Background: an optimization exercise with open tools, aiming at small area. Do not read the settings as production practice.
In this exercise RTL edits were held to simulation tests only and were not proved equivalent to the original.
Power and IR drop assume default switching activity.

<file path="flow/standard.sh">
#!/bin/bash
# synth_recipe.tcl (not shown) runs the flow's synth.tcl, then flattens the netlist and writes it again
# the make line also repeats each setting of config.mk as NAME=value (left out here)
make -C /OpenROAD-flow-scripts/flow DESIGN_CONFIG=/design/flow/config.mk WORK_HOME=/design/flow/orfs CLKGATE_MAP_FILE= SYNTH_SCRIPT=/design/flow/synth_recipe.tcl "${@:-finish}"
</file>
<file path="flow/config.mk">
export PLATFORM = sky130hd
export DESIGN_NAME = ram
export DESIGN_NICKNAME = ram
export VERILOG_FILES = /design/flow/design.v
export SDC_FILE = /design/flow/constraint.sdc
export NUM_CORES = 4
export LEC_CHECK = 0
export CAP_MARGIN = 35
export CORE_MARGIN = 2
export CORE_UTILIZATION = 55
export PLACE_DENSITY = 0.66
export SLEW_MARGIN = 35
export SYNTH_HIERARCHICAL = 1
</file>
<file path="flow/flow/run.sh">
#!/bin/bash
# The standard layout (standard.sh, unchanged synthesis, floorplan, power
# grid, placement and routing), with two changes to how it is built:
#  - clock tree: 8x clock buffers on clusters of up to 16 flip-flops within
#    60 um, and no dummy loads for level balancing
#  - port buffers: buf_2 on every input and output port
# Each ORFS step writes its full log under orfs/logs/; make's own output goes
# to standard.log in this folder.
set -euo pipefail
export CTS_ARGS="-sink_clustering_enable -repair_clock_nets -buf_list sky130_fd_sc_hd__clkbuf_8 -sink_clustering_size 16 -sink_clustering_max_diameter 60 -dont_use_dummy_load"
export BUFFER_PORTS_ARGS="-buffer_cell sky130_fd_sc_hd__buf_2"
bash standard.sh > standard.log 2>&1
</file>
<file path="flow/design.v">
package ram_pkg;
	localparam int ADDR_W     = 10;                    
	localparam int LANES      = 4;                     
	localparam int BYTE_W     = 8;                     
	localparam int WORD_W     = 32;                    
	localparam int LANE_SEL_W = 2;                     
	localparam int ROW_W      = ADDR_W - LANE_SEL_W;   
	localparam int ROWS       = 1 << ROW_W;            
endpackage
`timescale 1ns/1ps
module lane_write_decode
(
	input  logic        cs,
	input  logic        write_w,
	input  logic        write_h,
	input  logic        write_b,
	input  logic [1:0]  lane_sel,
	input  logic [31:0] in,
	output logic [3:0]  lane_we,
	output logic [31:0] lane_din
);
	logic do_word;    
	logic do_half;    
	logic do_byte;    
	assign do_word = cs & write_w;
	assign do_half = cs & write_h & ~write_w & ~lane_sel[0];
	assign do_byte = cs & write_b & ~write_w & ~write_h;
	assign lane_we[0] = do_word | (do_half & ~lane_sel[1]) | (do_byte & (lane_sel == 2'd0));
	assign lane_we[1] = do_word | (do_half & ~lane_sel[1]) | (do_byte & (lane_sel == 2'd1));
	assign lane_we[2] = do_word | (do_half &  lane_sel[1]) | (do_byte & (lane_sel == 2'd2));
	assign lane_we[3] = do_word | (do_half &  lane_sel[1]) | (do_byte & (lane_sel == 2'd3));
	assign lane_din[7:0]   = in[7:0];
	assign lane_din[15:8]  = (write_w | write_h) ? in[15:8] : in[7:0];
	assign lane_din[23:16] = write_w ? in[23:16] : in[7:0];
	assign lane_din[31:24] = write_w ? in[31:24] : (write_h ? in[15:8] : in[7:0]);
endmodule
`timescale 1ns/1ps
module ram_bit
(
	input  logic clk,
	input  logic wr,       
	input  logic hold_n,   
	input  logic wd,       
	output logic q
);
	always_ff @(posedge clk)
	begin
		q <= ~((hold_n | wd) & (wr | q));
	end
endmodule
module byte_lane_mem
(
	input  logic        clk,
	input  logic [3:0]  hold_n,   
	input  logic [31:0] wd,
	output logic [3:0]  wr,       
	output logic [31:0] q
);
	assign wr = ~hold_n;
	for (genvar b = 0; b < 32; b++)
	begin : g_bit
		ram_bit u_bit
		(
			.clk    (clk),
			.wr     (wr[b/8]),
			.hold_n (hold_n[b/8]),
			.wd     (wd[b]),
			.q      (q[b])
		);
	end
endmodule
`timescale 1ns/1ps
module read_triple
(
	input  logic q0,
	input  logic q1,
	input  logic q2,
	input  logic sel0,
	input  logic sel1,
	input  logic sel2,
	output logic y_n
);
	assign y_n = ~((q0 & sel0) | (q1 & sel1) | (q2 & sel2));
endmodule
module read_single
(
	input  logic q,
	input  logic sel,
	output logic y_n
);
	assign y_n = ~(q & sel);
endmodule
module read_gather
(
	input  logic        clk,
	input  logic        rst,
	input  logic        cs,
	input  logic        phase,
	input  logic [255:0][3:0] rsel,       
	input  logic [255:0][31:0] rows,
	output logic [31:0] word_n,           
	output logic [31:0] out,
	output logic        data_rdy
);
	logic [85:0][31:0] group_n;
	for (genvar g = 0; g < 85; g++)
	begin : g_group
		for (genvar b = 0; b < 32; b++)
		begin : g_bit
			read_triple u_triple
			(
				.q0   (rows[3*g][b]),
				.q1   (rows[3*g+1][b]),
				.q2   (rows[3*g+2][b]),
				.sel0 (rsel[3*g][b/8]),
				.sel1 (rsel[3*g+1][b/8]),
				.sel2 (rsel[3*g+2][b/8]),
				.y_n  (group_n[g][b])
			);
		end
	end
	for (genvar b = 0; b < 32; b++)
	begin : g_last
		read_single u_single
		(
			.q   (rows[255][b]),
			.sel (rsel[255][b/8]),
			.y_n (group_n[85][b])
		);
	end
	always_comb
	begin
		word_n = '1;
		for (int g = 0; g < 86; g++)
		begin
			word_n = word_n & group_n[g];
		end
	end
	always_ff @(posedge clk)
	begin
		data_rdy <= cs & ~rst;
		out      <= (cs & ~rst) ? word_n ^ {32{~phase}} : 32'h0;
	end
endmodule
`timescale 1ns/1ps
module ram
(
	input  logic        clk,
	input  logic        rst,
	input  logic [9:0]  addr,
	input  logic        cs,
	input  logic [31:0] in,
	input  logic        write_w,
	input  logic        write_h,
	input  logic        write_b,
	output logic [31:0] out,
	output logic        data_rdy
);
	logic [7:0]          row;
	logic [3:0]          lane_we;
	logic [31:0]         lane_din;
	logic [31:0]         word_n;
	logic [31:0]         wd;
	logic                phase;        
	logic [15:0]         hi_hit;
	logic [15:0]         lo_cs;
	logic [255:0][3:0]   hold_n;
	logic [255:0][3:0]   rsel;
	logic [255:0][31:0]  rows;
	assign row = addr[9:2];
	always_ff @(posedge clk)
	begin
		phase <= ~phase;
	end
	lane_write_decode u_decode
	(
		.cs       (cs),
		.write_w  (write_w),
		.write_h  (write_h),
		.write_b  (write_b),
		.lane_sel (addr[1:0]),
		.in       (in),
		.lane_we  (lane_we),
		.lane_din (lane_din)
	);
	for (genvar b = 0; b < 32; b++)
	begin : g_wd
		assign wd[b] = lane_we[b/8] ? (lane_din[b] ^ phase) : ~word_n[b];
	end
	for (genvar i = 0; i < 16; i++)
	begin : g_pre
		assign hi_hit[i] = (row[7:4] == i);
		assign lo_cs[i]  = (row[3:0] == i) & cs;
	end
	for (genvar r = 0; r < 256; r++)
	begin : g_row
		for (genvar l = 0; l < 4; l++)
		begin : g_lane
			row_ctrl u_ctrl
			(
				.hi     (hi_hit[r/16]),
				.lo_cs  (lo_cs[r%16]),
				.hold_n (hold_n[r][l])
			);
		end
		byte_lane_mem u_mem
		(
			.clk    (clk),
			.hold_n (hold_n[r]),
			.wd     (wd),
			.wr     (rsel[r]),
			.q      (rows[r])
		);
	end
	read_gather u_gather
	(
		.clk      (clk),
		.rst      (rst),
		.cs       (cs),
		.phase    (phase),
		.rsel     (rsel),
		.rows     (rows),
		.word_n   (word_n),
		.out      (out),
		.data_rdy (data_rdy)
	);
endmodule
module row_ctrl
(
	input  logic hi,       
	input  logic lo_cs,    
	output logic hold_n    
);
	assign hold_n = ~(hi & lo_cs);
endmodule
</file>
<file path="flow/constraint.sdc">
create_clock -name core_clock -period 10.0 [get_ports {clk}]
set_input_delay 2.0000 -clock core_clock [delete_from_list [all_inputs] [get_ports {clk}]]
set_output_delay 2.0000 -clock core_clock [all_outputs]
set_load 0.01 [all_outputs]
</file>
==> reports/qor.yml <==
worst_setup_path:
  cp_num_cells: 19
  crit_chain: "buf_2, nand3_1, nor2_4, buf_16, buf_4, buf_4, nand2_1, inv_1, a222oi_1, nand4_1, nor4_2, buf_4, nand4_1, nor2_1, mux2i_4, buf_4, buf_12, buf_16, o22ai_1"
  reg2reg_slack_ns: 5.77
  cp_slowest_stage_delay_ns: 0.54
  cp_num_buf_inv: 9
  r2r_cells: 8
  worstSetupEndpointType: "register"
  critPathSlowestCell: "nor2_4"
  cp.arrival_ns: 8.09
  r2r_start: "g_row[15].u_mem.g_bit[28].u_bit.q"
  cp_common_cell: "buf_4"
  crit_family: "buffers and inverters"
  critPathRequiredTime_ns: 11.10
  cp-start-kind: "input port"
  r2r-end: "g_row[92].u_mem.g_bit[28].u_bit.q"
  critPathKind: "in -> reg"
  cp_max_fo: 123
global_route:
  top_usage_layer: "met1"
  grtUsageMet3: 0.04569
  use_met1: 0.4910
  grt_pass1_vias: 196495
  grt_start_max_net_pins: 182
  grt_pass1_wl_um: 1243000
  grt-ovfl-total: 0
  track_usage: 0.3255
  grt_antenna_before_repair: 40
  grt_util_met2: 0.4785
timing:
  finalSetupViolCount: 0
  max_freq_ghz: 0.1430
  fin_skew_ns: 0.1359
  worst_pin_slew_ns: 1.099
  relSlewSlack: 0.2606
  drv_slew: 0
  period_share: 0.6995
  hold_violations: 0
  rsz0062_at_grt: "no"
  min_period_ns: 6.995
  tns_ns: 0
floorplan:
  initial_core_util: 0.5514
  core_um2: 470400
  die_w_um: 690.7
  die_area_um2: 477100
  io_pins: 81
  fp.dieH_um: 690.7
  rows: 252
detailed_routing:
  first_pass_iters: 17
  viasPerCell: 7.398
  drc: 0
  drt_iter0_markers: 36836
  wl_um: 829300
  wl_per_cell_um: 27.92
  ant_nets: 0
  route.vias.total: 219797
hold_path:
  min_from: "g_row[98].u_mem.g_bit[15].u_bit.q"
  hold_class: "reg -> reg"
  min_to: "g_row[98].u_mem.g_bit[15].u_bit.q"
  whs_path_depth: 1
power:
  peakVddDrop_mv: 0.1881
  clkPwrFrac: 0.277
  p_seq_frac: 0.659
  p_int_mw: 42.12
  p_sw_mw: 13.85
  p_per_area_nw_per_um2: 199.7
  total_leakage_power_nw: 106.7
  p_comb_frac: 0.064
  netSwitchingFraction: 0.2475
clock_tree:
  cts_resized: 0
  cts_made_buffers: 601
  cts_htree_levels: 6
  path_clk_slew_ns: 0.07
  clock-sinks: 8226
  clock_path_buffers: 4
  cts_hold_buf: 0
  cts_tree: "built"
  clkLatencyLatePin_ns: 1.31
  postCtsSetupRepairBufs: 0
  cts_root_buf: "clkbuf_8"
synthesis:
  ys_seq_elements: 8226
  syn_nets: 22583
  synth_mux_area_frac: 0.003642
  avgSynthCellArea_um2: 11.51
  synth-adder-area-share: 0
  synth_area_um2: 259400
  yosys.area_share.simple: 0.04171
  synth-compound-area-share: 0.3029
  synth_top_family_by_area: "compound AO/OA/AOI/OAI gates"
  synth-xor-area-share: 0.001081
  postSynthCellCount: 22535
  ys_warn_count: 9
  yosysUniqueCellTypes: 33
  synth-seq-area-share: 0.6349
placed_design:
  port_buffers: 80
  globalplace.congestion: 0.8558
  dp_hpwl_um: 499000
  dp.cells: 29070
run:
  drv_cap: 0
final_layout:
  areaGrowthSynthToFinish_pct: 8.076
  layout_commonest_cell: "dfxtp_1"
  drive_gt1_frac: 0.04992
  finalNonFillerCells: 29709
  nets: 23508
  layout_common_cells: "dfxtp_1, o22ai_1, a222oi_1"
status:
  status: "timing/DRC/antenna clean"
## Yosys stat by module, one instance, submodules excluded
module,flops+latches,cells
read_triple,0,1
ram_bit,1,2
read_gather,33,1162
row_ctrl,0,1
read_single,0,1
lane_write_decode,0,66
ram,1,123
byte_lane_mem,0,4
## stage by stage
stage | util | hold slack, ns | setup WS (ns) | total power [mW] | instance area (um^2)
6_report | 0.5959 | 0.4458 | 3.005 | 55.98 | 280300
3_3_place_gp | 0.5760 | 0.4351 | 1.739 | 40.85 | 271000
3_5_place_dp | 0.5774 | 0.4407 | 1.965 | 41.07 | 271600
5_1_grt | 0.5958 | 0.4584 | 2.923 | 57.93 | 280300
2_1_floorplan | - | 0.4257 | 0.2598 | 39.45 | 259900
4_1_cts | 0.5950 | 0.4524 | 3.363 | 56.07 | 279900
## worst max path at each step
stage	slack [ns]	from	endpoint
floorplan	0.26	addr[4]	g_row[0].u_mem.g_bit[30].u_bit.q
global placement	1.74	addr[4]	g_row[140].u_mem.g_bit[30].u_bit.q
detailed placement	1.96	addr[5]	g_row[69].u_mem.g_bit[14].u_bit.q
CTS	3.36	addr[5]	g_row[90].u_mem.g_bit[25].u_bit.q
global route	2.92	addr[5]	g_row[92].u_mem.g_bit[25].u_bit.q
finish	3.01	addr[5]	g_row[99].u_mem.g_bit[7].u_bit.q
## cell usage after synthesis (all sizes together)
cell | number | area [um^2]
mux2i | 40 | 400.4
nand3b | 3 | 35.03
a222oi | 2720 | 27230
nor2b | 3 | 18.77
buf | 21 | 204.0
clkbuf | 7 | 31.28
nor4 | 163 | 1220
dfxtp | 8226 | 164700
o21ai | 10 | 50.05
inv | 1027 | 3855
nand2 | 1166 | 4377
nand2b | 8 | 50.05
a311oi | 1 | 15.01
nand4 | 736 | 4604
xnor2 | 32 | 280.3
nand3 | 2 | 10.01
mux2 | 48 | 544.3
o31ai | 1 | 7.510
and2 | 1 | 6.260
a31oi | 1 | 6.260
nor2 | 112 | 427.9
o22ai | 8192 | 51250
o21bai | 1 | 11.26
nor3 | 14 | 70.07
## cell type report
cell class                 instances  area [um^2]
fill                           38968       190100
sequential                      8226       164700
multi-input combinational      13254        91950
clock buffer                     601         8272
tap                             6223         7786
inverter                        1027         3855
timing repair buffer             350         3714
antenna                           28        70.07
## power by group through the flow
stage                     clock network, mW  registers (mW)  logic [mW]
after detailed placement                  0            37.5        3.52
after global placement                    0            37.5        3.32
after floorplan                           0            37.3        2.20
final                                  15.5            36.9        3.58
after global routing                   16.9            37.2        3.85
after CTS                              15.7            36.8        3.49
## routing by layer
layer | up-vias | routed length (um)
met5 | - | 77
met4 | 14 | 29780
met3 | 1508 | 83420
met2 | 11470 | 357900
met1 | 107621 | 358100
li1 | 99184 | -
## registers in the layout, summed over array words and instances (netlist names)
name	cells
g_row.u_mem.g_bit.u_bit.q	8192
phase	1
u_gather.data_rdy	1
u_gather.out	32
## cells by family after synthesis
group | count (synthesis)
muxes | 88
xor gates and xnor gates | 32
AOI/OAI and AO/OA | 10926
DFF | 8226
buffers and inverters | 1055
and+or+nand+nor | 2208

afterwards: timing with drivers on the ports:
How much do the figures lean on ideal ports? The routed layout below was timed once more, with nothing changed but the port constraints. Step 1 sets driving cells, clkbuf_16 on the clock port and buf_2 on the other inputs (assumed; they add their load-dependent delay and slew). Step 2 times the ports against the registers' clock, not the clock port: input delays grow and output delays shrink by t, the midpoint of the rising clock arrivals with the driver on. a / b / c = ideal ports / drivers / drivers and shift; a / b = the first two.
shift t [ns]: 1.373
setup slack, ns: 3.005 / 3.093 / 1.721
clock arrival spread, ns: 0.149 / 0.149
worst slew at a driven data input, ns: 0.13
cell pins on the clock port's net: 1
After both steps this run still meets setup and hold. For this run, drivers alone change the setup slack by +0.088 ns; drivers and shift together by -1.284 ns.
